Source: an optimization exercise on an open RTL-to-GDS flow (aim: small area, a short achievable clock period and few clock cycles per item). Production flows keep margins and buffers that such runs may drop.
Power is estimated from default activity; no workload was simulated.

==> inputs of run M <==
==> flow/design.v <==
package pcmmm_pkg;
  localparam int unsigned ValueW   = 20;
  localparam int unsigned TimeW    = 17;
  localparam int unsigned ChanW    = 4;
  localparam int unsigned SumW     = 36;
  localparam int unsigned CountW   = 16;
  localparam int unsigned Channels = 16;
  localparam logic [ValueW-1:0] LowReset  = 20'd9000;
  localparam logic [ValueW-1:0] HighReset = 20'd16000;
  localparam logic [CountW-1:0] CountMax  = '1;
endpackage
import pcmmm_pkg::*;
module per_channel_min_max_mean (
  input  logic        clk_i,
  input  logic        rst_ni,
  input  logic        s_axis_tvalid,
  output logic        s_axis_tready,
  input  logic        s_axis_tuser,   
  input  logic [47:0] s_axis_tdata,   
  output logic        m_axis_tvalid,
  input  logic        m_axis_tready,
  output logic [119:0] m_axis_tdata,  
  input  logic        cfg_valid_i,
  output logic        cfg_ready_o,
  input  logic        cfg_index_i,
  input  logic [ValueW-1:0] cfg_data_i
);
  localparam int unsigned DivR   = 3;                          
  localparam int unsigned DivS   = (ValueW + DivR - 1) / DivR;  
  localparam int unsigned DivP   = DivS * DivR;                
  localparam int unsigned NMul   = (1 << DivR) - 1;            
  localparam int unsigned MulW   = CountW + DivR;
  localparam int unsigned StepW  = $clog2(DivS + 1);
  localparam int unsigned QDepth = 2;                          
  localparam int unsigned Cap    = QDepth + 1;                 
  localparam int unsigned CapW   = $clog2(Cap + 1);
  localparam int unsigned SnapW  = ChanW + 1 + 2 * (ValueW + TimeW) + CountW + SumW;
  localparam int unsigned OutW   = SnapW - SumW;                  
  assign cfg_ready_o = 1'b1;
  logic [ValueW-1:0] low_q, high_q;
  always_ff @(posedge clk_i or negedge rst_ni) begin
    if (!rst_ni) begin
      low_q  <= LowReset;
      high_q <= HighReset;
    end else if (cfg_valid_i) begin
      if (cfg_index_i) high_q <= cfg_data_i;
      else             low_q  <= cfg_data_i;
    end
  end
  logic              tready_q;
  logic              take;
  logic [ChanW-1:0]  in_ch;
  logic [ValueW-1:0] in_val;
  logic [TimeW-1:0]  in_ts;
  logic [Channels-1:0] in_sel;
  assign s_axis_tready = tready_q;
  assign take   = s_axis_tvalid && tready_q;
  assign in_ch  = s_axis_tdata[3:0];
  assign in_val = s_axis_tdata[23:4];
  assign in_ts  = s_axis_tdata[40:24];
  always_comb begin
    for (int c = 0; c < Channels; c++) in_sel[c] = (in_ch == ChanW'(c));
  end
  localparam int unsigned StatW = 2 * (ValueW + TimeW) + SumW + CountW;
  logic [Channels-1:0]            vld_q;
  logic [Channels-1:0][StatW-1:0] stat_q;    
  logic                           r_vld;
  logic [StatW-1:0]               r_stat;
  always_comb begin
    r_vld  = 1'b0;
    r_stat = '0;
    for (int c = 0; c < Channels; c++) begin
      r_vld  = r_vld  | (in_sel[c] & vld_q[c]);
      r_stat = r_stat | ({StatW{in_sel[c] & vld_q[c]}} & stat_q[c]);
    end
  end
  logic                y_rec, y_rd, y_fwd;
  logic [ChanW-1:0]    y_ch;
  logic [Channels-1:0] y_sel;
  logic [ValueW-1:0]   y_val;
  logic [TimeW-1:0]    y_ts;
  logic                y_evld;
  logic [StatW-1:0]    y_e;
  logic                w_rec, w_rd, w_lte, w_gte;
  logic [ChanW-1:0]    w_ch;
  logic [Channels-1:0] w_sel;
  logic [ValueW-1:0]   w_val;
  logic [TimeW-1:0]    w_ts;
  logic                w_evld;
  logic [ValueW-1:0]   e_minv, e_maxv;
  logic [TimeW-1:0]    e_mint, e_maxt;
  logic [SumW-1:0]     w_nsum;    
  logic [CountW-1:0]   w_ncnt;
  logic [StatW-1:0]    n_stat;    
  logic in_win, in_fwd;
  assign in_win = (in_val >= low_q) && (in_val <= high_q);
  assign in_fwd = w_rec && (in_ch == w_ch);
  always_ff @(posedge clk_i or negedge rst_ni) begin
    if (!rst_ni) begin
      y_rec <= 1'b0;
      y_rd  <= 1'b0;
    end else begin
      y_rec <= take && !s_axis_tuser && in_win;
      y_rd  <= take && s_axis_tuser;
    end
  end
  always_ff @(posedge clk_i) begin
    y_ch  <= in_ch;
    y_sel <= in_sel;
    y_val <= in_val;
    y_ts  <= in_ts;
    y_fwd <= y_rec && (in_ch == y_ch);
    if (in_fwd) begin
      y_evld <= 1'b1;
      y_e    <= n_stat;
    end else begin
      y_evld <= r_vld;
      y_e    <= r_stat;
    end
  end
  logic [ValueW-1:0] y_minv, y_maxv;
  logic [TimeW-1:0]  y_mint, y_maxt;
  assign {y_minv, y_mint, y_maxv, y_maxt} = y_e[StatW-1 -: 2 * (ValueW + TimeW)];
  logic c1_lt, c2_lt, c1_gt, c2_gt, y_lt, y_gt;
  assign c1_lt = (y_val < y_minv) || (y_val == y_minv && y_ts < y_mint);
  assign c2_lt = (y_val < w_val)  || (y_val == w_val  && y_ts < w_ts);
  assign c1_gt = (y_val > y_maxv) || (y_val == y_maxv && y_ts < y_maxt);
  assign c2_gt = (y_val > w_val)  || (y_val == w_val  && y_ts < w_ts);
  assign y_lt  = (y_fwd && w_lte) ? c2_lt : c1_lt;
  assign y_gt  = (y_fwd && w_gte) ? c2_gt : c1_gt;
  always_ff @(posedge clk_i or negedge rst_ni) begin
    if (!rst_ni) begin
      w_rec <= 1'b0;
      w_rd  <= 1'b0;
    end else begin
      w_rec <= y_rec;
      w_rd  <= y_rd;
    end
  end
  logic [SumW-1:0]   y_sum, y_nsum;
  logic [CountW-1:0] y_cnt, y_ncnt;
  logic              y_add;
  assign y_sum  = y_fwd ? w_nsum : y_e[CountW +: SumW];
  assign y_cnt  = y_fwd ? w_ncnt : y_e[0 +: CountW];
  assign y_add  = y_rec && (y_cnt != CountMax);
  logic [SumW-1:0] y_sum_r, y_sum_w;
  assign y_sum_r = y_e[CountW +: SumW] + SumW'(y_val);
  assign y_sum_w = w_nsum + SumW'(y_val);
  assign y_nsum  = !y_add ? y_sum : y_fwd ? y_sum_w : y_sum_r;
  assign y_ncnt = y_add ? y_cnt + 1'b1 : y_cnt;
  always_ff @(posedge clk_i) begin
    w_ch   <= y_ch;
    w_sel  <= y_sel;
    w_val  <= y_val;
    w_ts   <= y_ts;
    w_nsum <= y_nsum;
    w_ncnt <= y_ncnt;
    if (y_fwd) begin
      w_evld <= 1'b1;
      {e_minv, e_mint, e_maxv, e_maxt} <= n_stat[StatW-1 -: 2 * (ValueW + TimeW)];
      w_lte  <= y_lt;
      w_gte  <= y_gt;
    end else begin
      w_evld <= y_evld;
      {e_minv, e_mint, e_maxv, e_maxt} <= y_e[StatW-1 -: 2 * (ValueW + TimeW)];
      w_lte  <= y_lt || !y_evld;
      w_gte  <= y_gt || !y_evld;
    end
  end
  assign n_stat = {w_lte ? w_val : e_minv, w_lte ? w_ts : e_mint,
                   w_gte ? w_val : e_maxv, w_gte ? w_ts : e_maxt,
                   w_nsum, w_ncnt};
  always_ff @(posedge clk_i or negedge rst_ni) begin
    if (!rst_ni) begin
      vld_q <= '0;
    end else begin
      for (int c = 0; c < Channels; c++) begin
        if (w_rec && w_sel[c]) vld_q[c] <= 1'b1;
      end
    end
  end
  always_ff @(posedge clk_i) begin
    for (int c = 0; c < Channels; c++) begin
      if (w_rec && w_sel[c]) stat_q[c] <= n_stat;
    end
  end
  logic [SnapW-1:0] snap;
  logic             b_rd;
  assign b_rd = w_rd;
  assign snap = {w_ch, w_evld, e_minv, e_mint, e_maxv, e_maxt, w_ncnt, w_nsum};
  logic [SnapW-1:0] q_d [QDepth];
  logic [QDepth-1:0] q_v;
  logic [QDepth:0]   q_mv;    
  logic              o_free;
  always_comb begin
    q_mv[QDepth] = q_v[QDepth-1] && o_free;
    for (int k = QDepth - 1; k >= 1; k--) begin
      q_mv[k] = q_v[k-1] && (!q_v[k] || q_mv[k+1]);
    end
    q_mv[0] = b_rd;
  end
  always_ff @(posedge clk_i or negedge rst_ni) begin
    if (!rst_ni) begin
      q_v <= '0;
    end else begin
      for (int k = 0; k < QDepth; k++) begin
        if (q_mv[k])        q_v[k] <= 1'b1;
        else if (q_mv[k+1]) q_v[k] <= 1'b0;
      end
    end
  end
  logic [CountW-1:0] hq_cnt;
  always_ff @(posedge clk_i) begin
    if (q_mv[0]) q_d[0] <= snap;
    for (int k = 1; k < QDepth; k++) begin
      if (q_mv[k]) q_d[k] <= q_d[k-1];
    end
  end
  always_ff @(posedge clk_i or negedge rst_ni) begin
    if (!rst_ni)              hq_cnt <= '0;
    else if (q_mv[QDepth-1])  hq_cnt <= q_d[QDepth-2][SumW +: CountW];    
  end
  logic                o_busy, o_done;
  logic [StepW-1:0]    o_step;
  logic [ChanW-1:0]    o_ch;
  logic                o_has;
  logic [ValueW-1:0]   o_minv, o_maxv;
  logic [TimeW-1:0]    o_mint, o_maxt;
  logic [CountW-1:0]   o_cnt;
  logic [CountW-1:0]   o_rem;
  logic [DivP-1:0]     o_dv;       
  logic [ValueW-1:0]   o_q;        
  logic [MulW-1:0]     o_mul [NMul+1];   
  logic              load;
  logic [SnapW-1:0]  head;
  logic [ChanW-1:0]  h_ch;
  logic              h_has;
  logic [ValueW-1:0] h_minv, h_maxv;
  logic [TimeW-1:0]  h_mint, h_maxt;
  logic [CountW-1:0] h_cnt;
  logic [SumW-1:0]   h_sum;
  assign head = q_d[QDepth-1];
  assign {h_ch, h_has, h_minv, h_mint, h_maxv, h_maxt} = head[SnapW-1 -: OutW - CountW];
  assign h_sum = head[SumW-1:0];
  assign h_cnt = hq_cnt;
  assign o_free = !o_busy || (o_done && m_axis_tready);
  assign load   = q_mv[QDepth];
  logic [MulW-1:0] mul [NMul+1];
  always_comb begin
    mul[0] = '0;
    for (int j = 1; j <= NMul; j++) begin
      if (j == 1)          mul[j] = MulW'(o_cnt);
      else if (j % 2 == 1) mul[j] = o_mul[j];
      else                 mul[j] = mul[j/2] << 1;
    end
  end
  logic [CountW+DivR-1:0] trial;
  logic [DivR-1:0]        qbits;
  logic [CountW-1:0]      rem_n;
  assign trial = {o_rem, o_dv[DivP-1 -: DivR]};
  logic [NMul+1:0]        ge;
  logic [CountW+DivR-1:0] diff [NMul+1];
  always_comb begin
    diff[0]    = trial;
    ge[0]      = 1'b1;
    ge[NMul+1] = 1'b0;
    for (int j = 1; j <= NMul; j++) begin
      diff[j] = trial - mul[j];
      ge[j]   = (trial >= mul[j]);
    end
  end
  always_comb begin
    qbits = '0;
    rem_n = '0;
    for (int j = 0; j <= NMul; j++) begin
      if (ge[j] && !ge[j+1]) begin
        qbits = qbits | DivR'(j);
        rem_n = rem_n | diff[j][CountW-1:0];
      end
    end
    if (!o_has) qbits = '0;
  end
  always_ff @(posedge clk_i or negedge rst_ni) begin
    if (!rst_ni) begin
      o_busy <= 1'b0;
      o_done <= 1'b0;
      o_step <= '0;
    end else if (load) begin
      o_busy <= 1'b1;
      o_done <= 1'b0;
      o_step <= '0;
    end else if (o_busy && !o_done) begin
      o_step <= o_step + 1'b1;
      if (o_step == StepW'(DivS - 1)) o_done <= 1'b1;
    end else if (o_done && m_axis_tready) begin
      o_busy <= 1'b0;
      o_done <= 1'b0;
    end
  end
  logic [OutW-1:0] o_out, h_out;
  logic            o_step_en;
  assign h_out     = {h_ch, h_has, h_minv, h_mint, h_maxv, h_maxt, h_cnt};
  assign o_step_en = o_busy && !o_done;
  assign {o_ch, o_has, o_minv, o_mint, o_maxv, o_maxt, o_cnt} = o_out;
  always_ff @(posedge clk_i or negedge rst_ni) begin
    if (!rst_ni) begin
      o_out <= '0;
      o_q   <= '0;
      for (int j = 3; j <= NMul; j += 2) o_mul[j] <= '0;
    end else if (load) begin
      o_out <= h_out;
      for (int j = 3; j <= NMul; j += 2) o_mul[j] <= MulW'(j) * MulW'(h_cnt);
    end else if (o_step_en) begin
      o_q   <= ValueW'({o_q, qbits});
    end
  end
  always_ff @(posedge clk_i) begin
    o_rem <= load ? CountW'(h_sum >> DivP) : rem_n;
    o_dv  <= load ? h_sum[DivP-1:0] : o_dv << DivR;
  end
  assign m_axis_tvalid = o_done;
  assign m_axis_tdata  = {5'b0, o_cnt, o_q, o_maxt, o_maxv,
                          o_mint, o_minv, o_has, o_ch};
  logic [CapW-1:0] infl_q, infl_d;
  logic            fire;
  assign fire   = o_done && m_axis_tready;
  assign infl_d = infl_q + CapW'(take && s_axis_tuser) - CapW'(fire);
  always_ff @(posedge clk_i or negedge rst_ni) begin
    if (!rst_ni) begin
      infl_q   <= '0;
      tready_q <= 1'b1;
    end else begin
      infl_q   <= infl_d;
      tready_q <= (infl_d < CapW'(Cap)) || (s_axis_tvalid && !take && !s_axis_tuser);
    end
  end
endmodule
==> flow/run.sh <==
#!/bin/bash
# synth_recipe.tcl (not shown) runs the flow's synth.tcl, then flattens the netlist and writes it again
# the make line also repeats each setting of config.mk as NAME=value (left out here)
make -C /OpenROAD-flow-scripts/flow DESIGN_CONFIG=/design/flow/config.mk WORK_HOME=/design/flow/orfs CLKGATE_MAP_FILE= SYNTH_SCRIPT=/design/flow/synth_recipe.tcl finish
==> flow/config.mk <==
export PLATFORM = sky130hd
export DESIGN_NAME = per_channel_min_max_mean
export DESIGN_NICKNAME = per_channel_min_max_mean
export VERILOG_FILES = /design/flow/design.v
export SDC_FILE = /design/flow/constraint.sdc
export NUM_CORES = 4
export LEC_CHECK = 0
export CAP_MARGIN = 20
export CORE_MARGIN = 2
export CORE_UTILIZATION = 40
export CTS_BUF_LIST = sky130_fd_sc_hd__clkbuf_8
export CTS_CLUSTER_SIZE = 24
export PLACE_DENSITY = 0.6
export SETUP_SLACK_MARGIN = 4.2
export SLEW_MARGIN = 20
==> flow/constraint.sdc <==
create_clock -name core_clock -period 7.0 [get_ports {clk_i}]
set_input_delay 1.4000 -clock core_clock [delete_from_list [all_inputs] [get_ports {clk_i}]]
set_output_delay 1.4000 -clock core_clock [all_outputs]
set_load 0.01 [all_outputs]
==> run G: changes against run M <==
==> flow/design.v, changed modules only <==
module per_channel_min_max_mean (
  input  logic        clk_i,
  input  logic        rst_ni,
  input  logic        s_axis_tvalid,
  output logic        s_axis_tready,
  input  logic        s_axis_tuser,   
  input  logic [47:0] s_axis_tdata,   
  output logic        m_axis_tvalid,
  input  logic        m_axis_tready,
  output logic [119:0] m_axis_tdata,  
  input  logic        cfg_valid_i,
  output logic        cfg_ready_o,
  input  logic        cfg_index_i,
  input  logic [ValueW-1:0] cfg_data_i
);
  localparam int unsigned DivR   = 3;                          
  localparam int unsigned DivS   = (ValueW + DivR - 1) / DivR;  
  localparam int unsigned DivP   = DivS * DivR;                
  localparam int unsigned NMul   = (1 << DivR) - 1;            
  localparam int unsigned MulW   = CountW + DivR;
  localparam int unsigned StepW  = $clog2(DivS + 1);
  localparam int unsigned QDepth = 2;                          
  localparam int unsigned Cap    = QDepth + 1;                 
  localparam int unsigned CapW   = $clog2(Cap + 1);
  localparam int unsigned SnapW  = ChanW + 1 + 2 * (ValueW + TimeW) + CountW + SumW;
  assign cfg_ready_o = 1'b1;
  logic [ValueW-1:0] low_q, high_q;
  always_ff @(posedge clk_i or negedge rst_ni) begin
    if (!rst_ni) begin
      low_q  <= LowReset;
      high_q <= HighReset;
    end else if (cfg_valid_i) begin
      if (cfg_index_i) high_q <= cfg_data_i;
      else             low_q  <= cfg_data_i;
    end
  end
  logic              take;
  logic [ChanW-1:0]  in_ch;
  logic [ValueW-1:0] in_val;
  logic [TimeW-1:0]  in_ts;
  logic [Channels-1:0] in_sel;
  logic full_q;
  assign s_axis_tready = !full_q || !s_axis_tuser;
  assign take   = s_axis_tvalid && s_axis_tready;
  assign in_ch  = s_axis_tdata[3:0];
  assign in_val = s_axis_tdata[23:4];
  assign in_ts  = s_axis_tdata[40:24];
  always_comb begin
    for (int c = 0; c < Channels; c++) in_sel[c] = (in_ch == ChanW'(c));
  end
  localparam int unsigned StatW = 2 * (ValueW + TimeW) + SumW + CountW;
  logic [Channels-1:0]            vld_q;
  logic [Channels-1:0][StatW-1:0] stat_q;    
  logic                           r_vld;
  logic [StatW-1:0]               r_stat;
  always_comb begin
    r_vld  = 1'b0;
    r_stat = '0;
    for (int c = 0; c < Channels; c++) begin
      r_vld  = r_vld  | (in_sel[c] & vld_q[c]);
      r_stat = r_stat | ({StatW{in_sel[c] & vld_q[c]}} & stat_q[c]);
    end
  end
  logic                y_rec, y_rd, y_fwd;
  logic [ChanW-1:0]    y_ch;
  logic [Channels-1:0] y_sel;
  logic [ValueW-1:0]   y_val;
  logic [TimeW-1:0]    y_ts;
  logic                y_evld;
  logic [StatW-1:0]    y_e;
  logic                w_rec, w_rd, w_lte, w_gte;
  logic [ChanW-1:0]    w_ch;
  logic [Channels-1:0] w_sel;
  logic [ValueW-1:0]   w_val;
  logic [TimeW-1:0]    w_ts;
  logic                w_evld;
  logic [ValueW-1:0]   e_minv, e_maxv;
  logic [TimeW-1:0]    e_mint, e_maxt;
  logic [SumW-1:0]     w_nsum;    
  logic [CountW-1:0]   w_ncnt;
  logic [StatW-1:0]    n_stat;    
  logic in_win, in_fwd;
  assign in_win = (in_val >= low_q) && (in_val <= high_q);
  assign in_fwd = w_rec && (in_ch == w_ch);
  always_ff @(posedge clk_i or negedge rst_ni) begin
    if (!rst_ni) begin
      y_rec <= 1'b0;
      y_rd  <= 1'b0;
    end else begin
      y_rec <= take && !s_axis_tuser && in_win;
      y_rd  <= take && s_axis_tuser;
    end
  end
  always_ff @(posedge clk_i) begin
    y_ch  <= in_ch;
    y_sel <= in_sel;
    y_val <= in_val;
    y_ts  <= in_ts;
    y_fwd <= y_rec && (in_ch == y_ch);
    if (in_fwd) begin
      y_evld <= 1'b1;
      y_e    <= n_stat;
    end else begin
      y_evld <= r_vld;
      y_e    <= r_stat;
    end
  end
  logic [ValueW-1:0] y_minv, y_maxv;
  logic [TimeW-1:0]  y_mint, y_maxt;
  assign {y_minv, y_mint, y_maxv, y_maxt} = y_e[StatW-1 -: 2 * (ValueW + TimeW)];
  logic c1_lt, c2_lt, c1_gt, c2_gt, y_lt, y_gt;
  assign c1_lt = (y_val < y_minv) || (y_val == y_minv && y_ts < y_mint);
  assign c2_lt = (y_val < w_val)  || (y_val == w_val  && y_ts < w_ts);
  assign c1_gt = (y_val > y_maxv) || (y_val == y_maxv && y_ts < y_maxt);
  assign c2_gt = (y_val > w_val)  || (y_val == w_val  && y_ts < w_ts);
  assign y_lt  = (y_fwd && w_lte) ? c2_lt : c1_lt;
  assign y_gt  = (y_fwd && w_gte) ? c2_gt : c1_gt;
  always_ff @(posedge clk_i or negedge rst_ni) begin
    if (!rst_ni) begin
      w_rec <= 1'b0;
      w_rd  <= 1'b0;
    end else begin
      w_rec <= y_rec;
      w_rd  <= y_rd;
    end
  end
  logic [SumW-1:0]   y_sum, y_nsum;
  logic [CountW-1:0] y_cnt, y_ncnt;
  logic              y_add;
  assign y_sum  = y_fwd ? w_nsum : y_e[CountW +: SumW];
  assign y_cnt  = y_fwd ? w_ncnt : y_e[0 +: CountW];
  assign y_add  = y_rec && (y_cnt != CountMax);
  localparam int unsigned HiW = SumW - ValueW;
  logic [ValueW:0]  y_lo;
  logic [HiW-1:0]   y_hi, y_hi1;
  assign y_lo   = {1'b0, y_sum[ValueW-1:0]} + {1'b0, y_val};
  assign y_hi   = y_sum[SumW-1:ValueW];
  assign y_hi1  = y_hi + 1'b1;
  assign y_nsum = !y_add ? y_sum : {y_lo[ValueW] ? y_hi1 : y_hi, y_lo[ValueW-1:0]};
  assign y_ncnt = y_add ? y_cnt + 1'b1 : y_cnt;
  always_ff @(posedge clk_i) begin
    w_ch   <= y_ch;
    w_sel  <= y_sel;
    w_val  <= y_val;
    w_ts   <= y_ts;
    w_nsum <= y_nsum;
    w_ncnt <= y_ncnt;
    if (y_fwd) begin
      w_evld <= 1'b1;
      {e_minv, e_mint, e_maxv, e_maxt} <= n_stat[StatW-1 -: 2 * (ValueW + TimeW)];
      w_lte  <= y_lt;
      w_gte  <= y_gt;
    end else begin
      w_evld <= y_evld;
      {e_minv, e_mint, e_maxv, e_maxt} <= y_e[StatW-1 -: 2 * (ValueW + TimeW)];
      w_lte  <= y_lt || !y_evld;
      w_gte  <= y_gt || !y_evld;
    end
  end
  assign n_stat = {w_lte ? w_val : e_minv, w_lte ? w_ts : e_mint,
                   w_gte ? w_val : e_maxv, w_gte ? w_ts : e_maxt,
                   w_nsum, w_ncnt};
  always_ff @(posedge clk_i or negedge rst_ni) begin
    if (!rst_ni) begin
      vld_q <= '0;
    end else begin
      for (int c = 0; c < Channels; c++) begin
        if (w_rec && w_sel[c]) vld_q[c] <= 1'b1;
      end
    end
  end
  always_ff @(posedge clk_i) begin
    for (int c = 0; c < Channels; c++) begin
      if (w_rec && w_sel[c]) stat_q[c] <= n_stat;
    end
  end
  logic [SnapW-1:0] snap;
  logic             b_rd;
  assign b_rd = w_rd;
  assign snap = {w_ch, w_evld, e_minv, e_mint, e_maxv, e_maxt, w_ncnt, w_nsum};
  logic [SnapW-1:0] q_d [QDepth];
  logic [QDepth-1:0] q_v;
  logic [QDepth:0]   q_mv;    
  logic              o_free;
  always_comb begin
    q_mv[QDepth] = q_v[QDepth-1] && o_free;
    for (int k = QDepth - 1; k >= 1; k--) begin
      q_mv[k] = q_v[k-1] && (!q_v[k] || q_mv[k+1]);
    end
    q_mv[0] = b_rd;
  end
  always_ff @(posedge clk_i or negedge rst_ni) begin
    if (!rst_ni) begin
      q_v <= '0;
    end else begin
      for (int k = 0; k < QDepth; k++) begin
        if (q_mv[k])        q_v[k] <= 1'b1;
        else if (q_mv[k+1]) q_v[k] <= 1'b0;
      end
    end
  end
  always_ff @(posedge clk_i) begin
    if (q_mv[0]) q_d[0] <= snap;
    for (int k = 1; k < QDepth; k++) begin
      if (q_mv[k]) q_d[k] <= q_d[k-1];
    end
  end
  logic                o_busy, o_done;
  logic [StepW-1:0]    o_step;
  logic [ChanW-1:0]    o_ch;
  logic                o_has;
  logic [ValueW-1:0]   o_minv, o_maxv;
  logic [TimeW-1:0]    o_mint, o_maxt;
  logic [CountW-1:0]   o_cnt;
  logic [CountW-1:0]   o_rem;
  logic [DivP-1:0]     o_qd;       
  logic [MulW-1:0]     o_mul [NMul+1];   
  logic              load;
  logic [SnapW-1:0]  head;
  logic [ChanW-1:0]  h_ch;
  logic              h_has;
  logic [ValueW-1:0] h_minv, h_maxv;
  logic [TimeW-1:0]  h_mint, h_maxt;
  logic [CountW-1:0] h_cnt;
  logic [SumW-1:0]   h_sum;
  assign head = q_d[QDepth-1];
  assign {h_ch, h_has, h_minv, h_mint, h_maxv, h_maxt, h_cnt, h_sum} = head;
  assign o_free = !o_busy || (o_done && m_axis_tready);
  assign load   = q_mv[QDepth];
  logic [MulW-1:0] mul [NMul+1];
  always_comb begin
    mul[0] = '0;
    for (int j = 1; j <= NMul; j++) begin
      if (j == 1)          mul[j] = MulW'(o_cnt);
      else if (j % 2 == 1) mul[j] = o_mul[j];
      else                 mul[j] = mul[j/2] << 1;
    end
  end
  logic [CountW+DivR-1:0] trial;
  logic [DivR-1:0]        qbits;
  logic [CountW-1:0]      rem_n;
  assign trial = {o_rem, o_qd[DivP-1 -: DivR]};
  logic [NMul+1:0]        ge;
  logic [CountW+DivR-1:0] diff [NMul+1];
  always_comb begin
    diff[0]    = trial;
    ge[0]      = 1'b1;
    ge[NMul+1] = 1'b0;
    for (int j = 1; j <= NMul; j++) begin
      diff[j] = trial - mul[j];
      ge[j]   = (trial >= mul[j]);
    end
  end
  always_comb begin
    qbits = '0;
    rem_n = {CountW{load}} & CountW'(h_sum >> DivP);
    for (int j = 0; j <= NMul; j++) begin
      if (ge[j] && !ge[j+1]) begin
        qbits = qbits | DivR'(j);
      end
      if (ge[j] && !ge[j+1] && !load) begin
        rem_n = rem_n | diff[j][CountW-1:0];
      end
    end
    if (!o_has) qbits = '0;
  end
  always_ff @(posedge clk_i or negedge rst_ni) begin
    if (!rst_ni) begin
      o_busy <= 1'b0;
      o_done <= 1'b0;
      o_step <= '0;
    end else if (load) begin
      o_busy <= 1'b1;
      o_done <= 1'b0;
      o_step <= '0;
    end else if (o_busy && !o_done) begin
      o_step <= o_step + 1'b1;
      if (o_step == StepW'(DivS - 1)) o_done <= 1'b1;
    end else if (o_done && m_axis_tready) begin
      o_busy <= 1'b0;
      o_done <= 1'b0;
    end
  end
  localparam int unsigned OutW = ChanW + 1 + 2 * (ValueW + TimeW) + CountW;
  logic [OutW-1:0] o_out, h_out;
  logic            o_step_en;
  assign h_out     = {h_ch, h_has, h_minv, h_mint, h_maxv, h_maxt, h_cnt};
  assign o_step_en = o_busy && !o_done;
  assign {o_ch, o_has, o_minv, o_mint, o_maxv, o_maxt, o_cnt} = o_out;
  always_ff @(posedge clk_i or negedge rst_ni) begin
    if (!rst_ni) begin
      o_out <= '0;
      o_qd  <= '0;
      for (int j = 3; j <= NMul; j += 2) o_mul[j] <= '0;
    end else if (load) begin
      o_out <= h_out;
      o_qd  <= h_sum[DivP-1:0];
      for (int j = 3; j <= NMul; j += 2) o_mul[j] <= MulW'(j) * MulW'(h_cnt);
    end else if (o_step_en) begin
      o_qd  <= {o_qd[DivP-DivR-1:0], qbits};
    end
  end
  always_ff @(posedge clk_i) begin
    o_rem <= rem_n;
  end
  assign m_axis_tvalid = o_done;
  assign m_axis_tdata  = {5'b0, o_cnt, o_qd[ValueW-1:0], o_maxt, o_maxv,
                          o_mint, o_minv, o_has, o_ch};
  logic [CapW-1:0] infl_q, infl_d;
  logic            fire;
  assign fire   = o_done && m_axis_tready;
  assign infl_d = infl_q + CapW'(take && s_axis_tuser) - CapW'(fire);
  always_ff @(posedge clk_i or negedge rst_ni) begin
    if (!rst_ni) begin
      infl_q <= '0;
      full_q <= 1'b0;
    end else begin
      infl_q <= infl_d;
      full_q <= (infl_d >= CapW'(Cap));
    end
  end
endmodule
--- a/flow/config.mk
+++ b/flow/config.mk
@@ -9,6 +9,6 @@
 export CORE_MARGIN = 2
 export CORE_UTILIZATION = 40
-export CTS_BUF_LIST = sky130_fd_sc_hd__clkbuf_8
-export CTS_CLUSTER_SIZE = 24
+export CTS_CLUSTER_DIAMETER = 100
+export CTS_CLUSTER_SIZE = 20
 export PLACE_DENSITY = 0.6
 export SETUP_SLACK_MARGIN = 4.2
==> qor summary <==
| quantity | run G | run M |
|---|---|---|
| Internal power | 30840 uW | 34430 uW |
| Share of final layout cell area taken by non-clock buffers | 5.201% | 5.834% |
| Pin count of the biggest net entering global routing | 132 | 114 |
| Global-route wire length before repair | 513800 um | 540400 um |
| Repair and plain buffers | 667 | 750 |
| PwrDens | 342.1 nW/um^2 | 369.2 nW/um^2 |
| Detailed placement HPWL | 187600 um | 188900 um |
| Gate power share | 29.5% | 30.5% |
| Net switching power | 14520 uW | 16820 uW |
| Worst slew slack as a fraction of its limit | 27.20% | 32.21% |
| Met2 Usage GRT | 39.50% | 40.81% |
| Netlist area before placement | 113600 um^2 | 114700 um^2 |
| TritonCTS buffer count | 172 | 441 |
| Final #Nets | 8604 | 9091 |
| Area of placed instances | 122100 um^2 | 123400 um^2 |
| Total stage count of the critical path | 14 | 13 |
| Outcome | no timing/DRC/antenna violations | no timing/DRC/antenna violations |
| HP Start | y_sel[2] | y_sel[13] |
No run of this note included a check of the RTL's function; only the layout flow was run.

==> re-timing with driven ports <==
In the flow no input, the clock included, has a driving cell. The finished layouts below were timed again as built, in two steps.
Step 1 assumes that a clkbuf_16 drives the clock port and a buf_2 every other input.
Step 2 times the ports against the registers' clock, not the clock port: input delays grow and output delays shrink by t, the midpoint of the rising clock arrivals with the driver on.
Three values: no drivers, after step 1, after step 2; two values: the first two.
run	shift t [ns]	setup WS [ns]	hold slack, ns	latest minus earliest clock arrival (ns)	slew at the worst register clock pin (ns)
run M	1.136	3.540 / 3.540 / 3.086	0.329 / 0.300 / 0.329	0.108 / 0.108	0.08 / 0.08
run G	0.972	3.479 / 3.479 / 3.060	0.331 / 0.331 / 0.331	0.056 / 0.057	0.10 / 0.10
After both steps setup and hold are still met in every run listed. For run M, which loses most, drivers alone change the setup slack by 0.000 ns; drivers and shift together by -0.454 ns.
